Context: an optimization exercise on an open-source flow, tuned for small area, a short achievable clock period and few clock cycles. The choices shown serve that exercise and are no tape-out recipe. In this exercise RTL edits were held to simulation tests only and were not proved equivalent to the original. Power and IR drop assume default switching activity.

==> design/flow/design.v <==
`default_nettype none
package mpd_pkg;
  localparam int BYTE_W    = 8;
  localparam int NUM_SLOTS = 4;
  localparam int MEM_DEPTH = 64;
  localparam int HDR_LEN   = 20;
  typedef logic [BYTE_W-1:0]                byte_t;
  typedef logic [$clog2(NUM_SLOTS)-1:0]     slot_t;
  typedef logic [$clog2(MEM_DEPTH)-1:0]     addr_t;
  typedef logic [$clog2(MEM_DEPTH+1)-1:0]   len_t;
  typedef struct packed {
    logic  en;
    logic  first;
    logic  last;
    byte_t data;
  } wr_req_t;
  typedef struct packed {
    logic  en;
    slot_t slot;
    addr_t addr;
  } rd_req_t;
  typedef struct packed {
    logic  en;
    slot_t slot;
  } free_req_t;
  typedef struct packed {
    logic [47:0] dst_mac;
    logic [47:0] src_mac;
    logic [15:0] ether_type;
    logic [47:0] rest;
  } hdr_fields_t;
  typedef union packed {
    hdr_fields_t                fields;
    byte_t [0:HDR_LEN-1]        lanes;
  } hdr_u;
endpackage
`default_nettype wire
`default_nettype none
module slot_table (
  input  wire logic               CLK,
  input  wire logic               RST_N,
  input  wire mpd_pkg::wr_req_t   wr,
  input  wire mpd_pkg::free_req_t rx_free,
  input  wire mpd_pkg::free_req_t tx_free,
  input  wire mpd_pkg::rd_req_t   rd,
  output mpd_pkg::slot_t          free_slot,
  output logic                    any_free,
  output mpd_pkg::byte_t          rd_data,
  output mpd_pkg::len_t           slot_len
);
  mpd_pkg::byte_t mem [mpd_pkg::NUM_SLOTS][mpd_pkg::MEM_DEPTH];
  mpd_pkg::len_t  len [mpd_pkg::NUM_SLOTS];
  logic [mpd_pkg::NUM_SLOTS-1:0] valid;
  logic           writing;
  mpd_pkg::slot_t wr_slot;
  mpd_pkg::addr_t wr_addr;
  mpd_pkg::slot_t cur_slot;
  mpd_pkg::addr_t cur_addr;
  assign cur_slot = wr.first ? free_slot : wr_slot;
  assign cur_addr = wr.first ? '0 : wr_addr;
  always_comb begin
    free_slot = '0;
    any_free  = 1'b0;
    for (int s = mpd_pkg::NUM_SLOTS - 1; s >= 0; s--) begin
      if (!valid[s] && !(writing && wr_slot == mpd_pkg::slot_t'(s))) begin
        free_slot = mpd_pkg::slot_t'(s);
        any_free  = 1'b1;
      end
    end
  end
  assign slot_len = len[rd.slot];
  always_ff @(posedge CLK or negedge RST_N) begin
    if (!RST_N) begin
      valid   <= '0;
      writing <= 1'b0;
      wr_slot <= '0;
      wr_addr <= '0;
    end else begin
      if (wr.en) begin
        wr_slot <= cur_slot;
        wr_addr <= cur_addr + mpd_pkg::addr_t'(1);
        if (wr.first)
          writing <= 1'b1;
        if (wr.last) begin
          writing         <= 1'b0;
          valid[cur_slot] <= 1'b1;
        end
      end
      if (rx_free.en)
        valid[rx_free.slot] <= 1'b0;
      if (tx_free.en)
        valid[tx_free.slot] <= 1'b0;
    end
  end
  always_ff @(posedge CLK) begin
    if (wr.en)
      mem[cur_slot][cur_addr] <= wr.data;
    if (wr.en && wr.last)
      len[cur_slot] <= mpd_pkg::len_t'(cur_addr) + mpd_pkg::len_t'(1);
    if (rd.en)
      rd_data <= mem[rd.slot][rd.addr];
  end
endmodule
`default_nettype wire
`default_nettype none
module header_capture (
  input  wire logic             CLK,
  input  wire logic             RST_N,
  input  wire mpd_pkg::wr_req_t wr,
  output logic                  hdr_valid,
  output mpd_pkg::hdr_u         hdr
);
  logic [$clog2(mpd_pkg::HDR_LEN+1)-1:0] cnt;
  logic [$clog2(mpd_pkg::HDR_LEN+1)-1:0] idx;
  assign idx = wr.first ? '0 : cnt;
  always_ff @(posedge CLK or negedge RST_N) begin
    if (!RST_N) begin
      cnt       <= '0;
      hdr_valid <= 1'b0;
    end else begin
      if (wr.en && idx < mpd_pkg::HDR_LEN)
        cnt <= idx + 1'b1;
      hdr_valid <= wr.en && wr.last;
    end
  end
  always_ff @(posedge CLK) begin
    if (wr.en && wr.first)
      hdr <= '0;
    if (wr.en && idx < mpd_pkg::HDR_LEN)
      hdr.lanes[idx] <= wr.data;
  end
endmodule
`default_nettype wire
`default_nettype none
module rx_dealer (
  input  wire logic             CLK,
  input  wire logic             RST_N,
  input  wire logic             rx_valid,
  input  wire mpd_pkg::byte_t   rx_data,
  input  wire logic             rx_last,
  output logic                  rx_ready,
  input  wire logic             fw_valid,
  input  wire logic             fw_safe,
  input  wire mpd_pkg::slot_t   free_slot,
  input  wire logic             any_free,
  output mpd_pkg::wr_req_t      wr,
  output mpd_pkg::free_req_t    rx_free,
  output logic                  push,
  output mpd_pkg::slot_t        push_slot
);
  typedef enum logic [1:0] {
    S_IDLE,
    S_RECV,
    S_WAIT_FW
  } state_t;
  state_t         state;
  logic           accept;
  logic           free_en;
  mpd_pkg::slot_t cur_slot;
  assign rx_ready = (state == S_IDLE && any_free) || state == S_RECV;
  assign accept   = rx_valid && rx_ready;
  always_comb begin
    wr.en    = accept;
    wr.first = accept && state == S_IDLE;
    wr.last  = accept && rx_last;
    wr.data  = rx_data;
  end
  always_ff @(posedge CLK or negedge RST_N) begin
    if (!RST_N) begin
      state    <= S_IDLE;
      cur_slot <= '0;
      push     <= 1'b0;
      free_en  <= 1'b0;
    end else begin
      push    <= 1'b0;
      free_en <= 1'b0;
      case (state)
        S_IDLE: begin
          if (accept) begin
            cur_slot <= free_slot;
            state    <= rx_last ? S_WAIT_FW : S_RECV;
          end
        end
        S_RECV: begin
          if (accept && rx_last)
            state <= S_WAIT_FW;
        end
        S_WAIT_FW: begin
          if (fw_valid) begin
            push    <= fw_safe;
            free_en <= !fw_safe;
            state   <= S_IDLE;
          end
        end
        default: state <= S_IDLE;
      endcase
    end
  end
  assign push_slot = cur_slot;
  always_comb begin
    rx_free.en   = free_en;
    rx_free.slot = cur_slot;
  end
endmodule
`default_nettype wire
`default_nettype none
module tx_engine (
  input  wire logic             CLK,
  input  wire logic             RST_N,
  input  wire logic             push,
  input  wire mpd_pkg::slot_t   push_slot,
  output mpd_pkg::rd_req_t      rd,
  input  wire mpd_pkg::byte_t   rd_data,
  input  wire mpd_pkg::len_t    slot_len,
  output logic                  tx_valid,
  output logic                  tx_last,
  output mpd_pkg::byte_t        tx_data,
  output mpd_pkg::free_req_t    tx_free
);
  mpd_pkg::slot_t                          q [mpd_pkg::NUM_SLOTS];
  mpd_pkg::slot_t                          wptr;
  mpd_pkg::slot_t                          rptr;
  logic [$clog2(mpd_pkg::NUM_SLOTS+1)-1:0] count;
  logic           pop;
  logic           busy;
  logic           issuing;
  logic           last_addr;
  mpd_pkg::slot_t act_slot;
  mpd_pkg::addr_t nxt_addr;
  logic           rd_pend;
  logic           rd_pend_last;
  logic           free_en;
  assign pop = !busy && count != '0;
  always_ff @(posedge CLK or negedge RST_N) begin
    if (!RST_N) begin
      wptr  <= '0;
      rptr  <= '0;
      count <= '0;
    end else begin
      if (push)
        wptr <= wptr + 1'b1;
      if (pop)
        rptr <= rptr + 1'b1;
      if (push && !pop)
        count <= count + 1'b1;
      else if (!push && pop)
        count <= count - 1'b1;
    end
  end
  always_ff @(posedge CLK) begin
    if (push)
      q[wptr] <= push_slot;
  end
  always_comb begin
    rd.en   = pop || issuing;
    rd.slot = pop ? q[rptr] : act_slot;
    rd.addr = pop ? '0 : nxt_addr;
  end
  assign last_addr = mpd_pkg::len_t'(rd.addr) + mpd_pkg::len_t'(1) == slot_len;
  always_ff @(posedge CLK or negedge RST_N) begin
    if (!RST_N) begin
      busy         <= 1'b0;
      issuing      <= 1'b0;
      act_slot     <= '0;
      nxt_addr     <= '0;
      rd_pend      <= 1'b0;
      rd_pend_last <= 1'b0;
      tx_valid     <= 1'b0;
      tx_last      <= 1'b0;
      free_en      <= 1'b0;
    end else begin
      if (pop) begin
        busy     <= 1'b1;
        act_slot <= q[rptr];
        issuing  <= !last_addr;
        nxt_addr <= mpd_pkg::addr_t'(1);
      end else if (issuing) begin
        nxt_addr <= nxt_addr + mpd_pkg::addr_t'(1);
        if (last_addr)
          issuing <= 1'b0;
      end
      if (tx_last)
        busy <= 1'b0;
      rd_pend      <= rd.en;
      rd_pend_last <= rd.en && last_addr;
      tx_valid     <= rd_pend;
      tx_last      <= rd_pend_last;
      free_en      <= tx_last;
    end
  end
  always_ff @(posedge CLK) begin
    tx_data <= rd_data;
  end
  always_comb begin
    tx_free.en   = free_en;
    tx_free.slot = act_slot;
  end
endmodule
`default_nettype wire
`default_nettype none
module mpd_top (
  input  wire logic           CLK,
  input  wire logic           RST_N,
  input  wire logic           rx_valid,
  input  wire mpd_pkg::byte_t rx_data,
  input  wire logic           rx_last,
  output logic                rx_ready,
  input  wire logic           fw_valid,
  input  wire logic           fw_safe,
  output logic                hdr_valid,
  output mpd_pkg::hdr_u       hdr,
  output logic                tx_valid,
  output mpd_pkg::byte_t      tx_data,
  output logic                tx_last
);
  mpd_pkg::wr_req_t   wr;
  mpd_pkg::free_req_t rx_free;
  mpd_pkg::free_req_t tx_free;
  mpd_pkg::rd_req_t   rd;
  mpd_pkg::slot_t     free_slot;
  logic               any_free;
  mpd_pkg::byte_t     rd_data;
  mpd_pkg::len_t      slot_len;
  logic               push;
  mpd_pkg::slot_t     push_slot;
  slot_table i_slot_table (
    .CLK       (CLK),
    .RST_N     (RST_N),
    .wr        (wr),
    .rx_free   (rx_free),
    .tx_free   (tx_free),
    .rd        (rd),
    .free_slot (free_slot),
    .any_free  (any_free),
    .rd_data   (rd_data),
    .slot_len  (slot_len)
  );
  header_capture i_header_capture (
    .CLK       (CLK),
    .RST_N     (RST_N),
    .wr        (wr),
    .hdr_valid (hdr_valid),
    .hdr       (hdr)
  );
  rx_dealer i_rx_dealer (
    .CLK       (CLK),
    .RST_N     (RST_N),
    .rx_valid  (rx_valid),
    .rx_data   (rx_data),
    .rx_last   (rx_last),
    .rx_ready  (rx_ready),
    .fw_valid  (fw_valid),
    .fw_safe   (fw_safe),
    .free_slot (free_slot),
    .any_free  (any_free),
    .wr        (wr),
    .rx_free   (rx_free),
    .push      (push),
    .push_slot (push_slot)
  );
  tx_engine i_tx_engine (
    .CLK       (CLK),
    .RST_N     (RST_N),
    .push      (push),
    .push_slot (push_slot),
    .rd        (rd),
    .rd_data   (rd_data),
    .slot_len  (slot_len),
    .tx_valid  (tx_valid),
    .tx_last   (tx_last),
    .tx_data   (tx_data),
    .tx_free   (tx_free)
  );
endmodule
`default_nettype wire
==> design/flow/run.sh <==
#!/bin/bash
# synth_recipe.tcl (not shown) runs the flow's synth.tcl, then flattens the netlist and writes it again
# the make line also repeats each setting of config.mk as NAME=value (left out here)
make -C /OpenROAD-flow-scripts/flow DESIGN_CONFIG=/design/flow/config.mk WORK_HOME=/design/flow/orfs CLKGATE_MAP_FILE= SYNTH_SCRIPT=/design/flow/synth_recipe.tcl finish
==> design/flow/config.mk <==
export PLATFORM = sky130hd
export DESIGN_NAME = mpd_top
export DESIGN_NICKNAME = mpd_top
export VERILOG_FILES = /design/flow/design.v
export SDC_FILE = /design/flow/constraint.sdc
export NUM_CORES = 4
export LEC_CHECK = 0
export CAP_MARGIN = 20
export CORE_MARGIN = 2
export CORE_UTILIZATION = 40
export SLEW_MARGIN = 20
==> design/flow/constraint.sdc <==
create_clock -name core_clock -period 7.0 [get_ports {CLK}]
set_input_delay 1.4000 -clock core_clock [delete_from_list [all_inputs] [get_ports {CLK}]]
set_output_delay 1.4000 -clock core_clock [all_outputs]
set_load 0.01 [all_outputs]
==> flow_metrics.tcl <==
set metrics [dict create \
    netlist-cell-type-count 89 \
    finalCritPeriodShare_pct 83.29 \
    yosys-top-cells-area "edfxtp_1 (67%), mux2i_1 (3.6%), dfxtp_1 (3.6%)" \
    die_width_um 487.6 \
    powerDensity_nw_per_um2 408.4 \
    routed_wl_um 277900 \
    ys_top_cells_by_count "edfxtp_1 (2092), nand2_1 (712), o21ai_0 (406)" \
    antenna_found_initial 11 \
    reg2reg_depth 14 \
    switching_share_pct 37.81 \
    syn-instance-count 6484 \
    ys_seq_area_share_pct 72.00 \
    syn_nets 6521 \
    numCtsBuffers 226 \
    rows 177 \
    io_pins 186 \
    post_cts_buffers 0 \
    min_period_ns 5.831 \
    crit_fanout 16 \
    p_leak_nw 33.70 \
    die_area_um2 237800 \
    cts_hold_buf 0 \
    root_buffer "clkbuf_16" \
    drc 0 \
    ant_nets 0 \
    ys_async_sr_fraction_pct 2.037 \
    synth_edf_count 2092 \
    grt_overflow 0 \
    setup-tns-final_ns 0 \
    first_pass_iters 8 \
    max-cap-violations 0 \
    io_buffers 185 \
    setup_viol 0 \
    clkPwrFrac_pct 27.7 \
    combPwrFrac_pct 35.2 \
    fp.coreArea_um2 232500 \
    finalMaxSlewViolations 0 \
    skew_ns 0.06981 \
    timing.fmax_ghz 0.1715 \
    startpoint_type "flop" \
    pre_cts_slack_ns 0.4430 \
    grt_use_total_pct 22.84 \
    worstPathRequired_ns 7.70 \
    syn_to_final_growth_pct 13.43 \
    synth.avg_cell_area_um2 14.43 \
    worstHoldPathType "reg2reg" \
    synth_most_common_cell "edfxtp_1" \
    cts_buffer_depth 3 \
    die_h_um 487.6 \
    status "timing/DRC/antenna clean" \
    synth_top_flop_cell "edfxtp_1" \
    worstSetupEndpointType "flop" \
    drive_above_1_share_pct 10.68 \
    vias_per_cell 5.986 \
    cp.arrival_ns 6.53 \
    synthesis.area_um2 93560 \
    tightest_slew_ns 1.139 \
    yosysWarnings 4 \
    drt-initial-drc-count 6873 \
    path_class "reg2reg" \
    cts_repair_resize_count 0 \
    holdWs_ns 0.3488 \
    hpwl_um 166000 \
    seq_power_share_pct 37.1 \
    yosysTopAreaCellShare_pct 67.14 \
    rsz0062_at_grt "false" \
    setup_ws_ns 1.169 \
    ir_worst_vdd_v 0.0003397 \
    p_int_mw 26.96 \
    worstSkewPairLatency_ns 0.89 \
    grt_max_degree 167 \
    dr_total_vias 58600 \
    initial_utilization_pct 40.24 \
    final_nets 6587 \
    total_power_mw 43.34 \
    cts_max_level 4 \
    gp_congestion 0.9225 \
    ys_seq_elements 2307 \
    wl_per_cell_um 28.39 \
    clk_pin_slew_ns 0.06 \
    cts_tree "yes" \
    synth_top_cell_by_area "edfxtp_1" \
    finalHoldViolations 0 \
    cts_sinks 2307 \
    first_global_vias 56850 \
    grt_first_pass_wirelength_um 400000 \
    p_switching_mw 16.39 \
    worstHoldPathCells 0 \
    r2r_setup_slack_ns 1.17 \
    relSlewSlack_pct 24.05 \
]
flip-flops by register name (all words and copies together), names as in the netlist, 3 cells and up:
| register | flops |
|---|---|
| i_slot_table.rd_data | 8 |
| i_slot_table.wr_addr | 6 |
| i_tx_engine.q | 8 |
| i_slot_table.valid | 4 |
| i_slot_table.mem | 2048 |
| i_tx_engine.nxt_addr | 6 |
| i_slot_table.len | 28 |
| i_header_capture.hdr | 160 |
| i_tx_engine.count | 3 |
| i_tx_engine.tx_data | 8 |
| i_header_capture.cnt | 5 |
cell usage in the layout (no fill, tap or decap), types with 42 or more instances in the layout:
master	count
clkdlybuf4s50_1	176
buf_4	146
a221o_1	73
nand2b_1	47
a32oi_1	62
mux2_2	103
o22ai_1	50
a211oi_1	170
nor2_1	334
mux2i_1	339
nor3_1	54
edfxtp_1	2092
nand2_1	704
a31oi_1	42
a221oi_1	86
clkinv_1	48
o21ai_0	402
clkbuf_16	232
clkbuf_1	62
nor2b_1	96
dfxtp_1	168
o221ai_1	119
a2bb2oi_1	49
a21oi_1	169
dfrtp_1	43
nand3_1	102
worst max-delay path, stage by stage, from the launching register on:
cell	delay [ns]
dfrtp_1	0.51
nand3_1	0.16
o22ai_1	0.57
a2111o_2	0.36
nand2_1	0.08
ha_1	0.39
nor3_1	0.43
nand2_1	0.15
ha_1	0.34
nor4b_1	0.39
nand4b_1	0.21
a2111oi_2	0.53
nand3_1	0.51
a211oi_2	0.82
o21ai_0	0.22
cell type report:
| class | count | area, um^2 |
|---|---|---|
| Tap cell | 3043 | 3807 |
| Multi-Input combinational cell | 3631 | 24210 |
| Clock inverter | 113 | 1046 |
| Antenna cell | 3 | 7.507 |
| Timing Repair Buffer | 347 | 3317 |
| Sequential cell | 2307 | 67370 |
| Clock buffer | 308 | 6216 |
| Inverter | 37 | 142.6 |
| Fill cell | 20290 | 126400 |
path summary, 6_finish.rpt:
| check | start | to |
|---|---|---|
| max | i_slot_table.wr_slot[1] | i_header_capture.hdr[42] |
| min | i_tx_engine.rd_pend | i_tx_engine.tx_valid |
| max reg2reg | i_slot_table.wr_slot[1] | i_header_capture.hdr[42] |
| min reg2reg | i_tx_engine.rd_pend | i_tx_engine.tx_valid |
| max in group asynchronous | RST_N | i_tx_engine.nxt_addr[0] |
| min in group asynchronous | RST_N | i_header_capture.cnt[0] |
power by group through the flow:
stage	combinational [mW]	sequential (mW)	clock, mW
floorplan	8.96	16.1	0
global placement	14.8	16.3	0
detailed placement	15.0	16.4	0
CTS	15.0	16.1	12.1
global route	16.0	16.1	12.6
finish	15.3	16.1	12.0
per-stage QoR:
stage               util [%]  std cells  cell area, um^2
detailed placement     42.49       9363            98790
finish                 45.64       9789           106100
CTS                    45.61       9784           106100
global placement       42.47       9362            98760
floorplan                  -       6484            93560
global route           45.64       9788           106100
cell families after synthesis:
logic type	count (synthesis)	synth area share [%]
AND/OR/NAND/NOR	1519	7.362
XOR/XNOR	29	0.2715
multiplexers	463	5.363
flip-flops	2307	72.00
adder cells (fa/ha/maj)	23	0.3156
AO/OA/AOI/OAI	1597	12.28
buffers and inverters	546	2.410
per-layer routing:
metal / track usage, % / vias up / share of wire, %
li1: - / 25500 / -
met1: 31.29 / 29800 / 41
met2: 36.54 / 2858 / 47
met3: 4.033 / 448 / 8.3
met4: 8.160 / 0 / 3.5
met5: 0 / - / 0
Testbench counts, summed over its fixed seeds: cycles 49,945.

[static timing again, ports no longer ideal]
No port has a modelled driver above. Below, the same layout with a new extraction and two added sets of constraints. Step 1 sets driving cells, clkbuf_16 on the clock port and buf_2 on the other inputs (assumed; they add their load-dependent delay and slew). Step 2 also shifts input and output timing later by t, the mid clock arrival at the registers, as if the neighbouring blocks saw the same clock. Three values: no drivers, after step 1, after step 2; two values: the first two.
t, ns: 0.942
setup WS [ns]: 1.169 / 1.169 / 0.354
pins driven straight from the clock port: 1
After both steps this run still meets setup and hold. For this run, drivers alone change the setup slack by 0.000 ns; drivers and shift together by -0.815 ns.
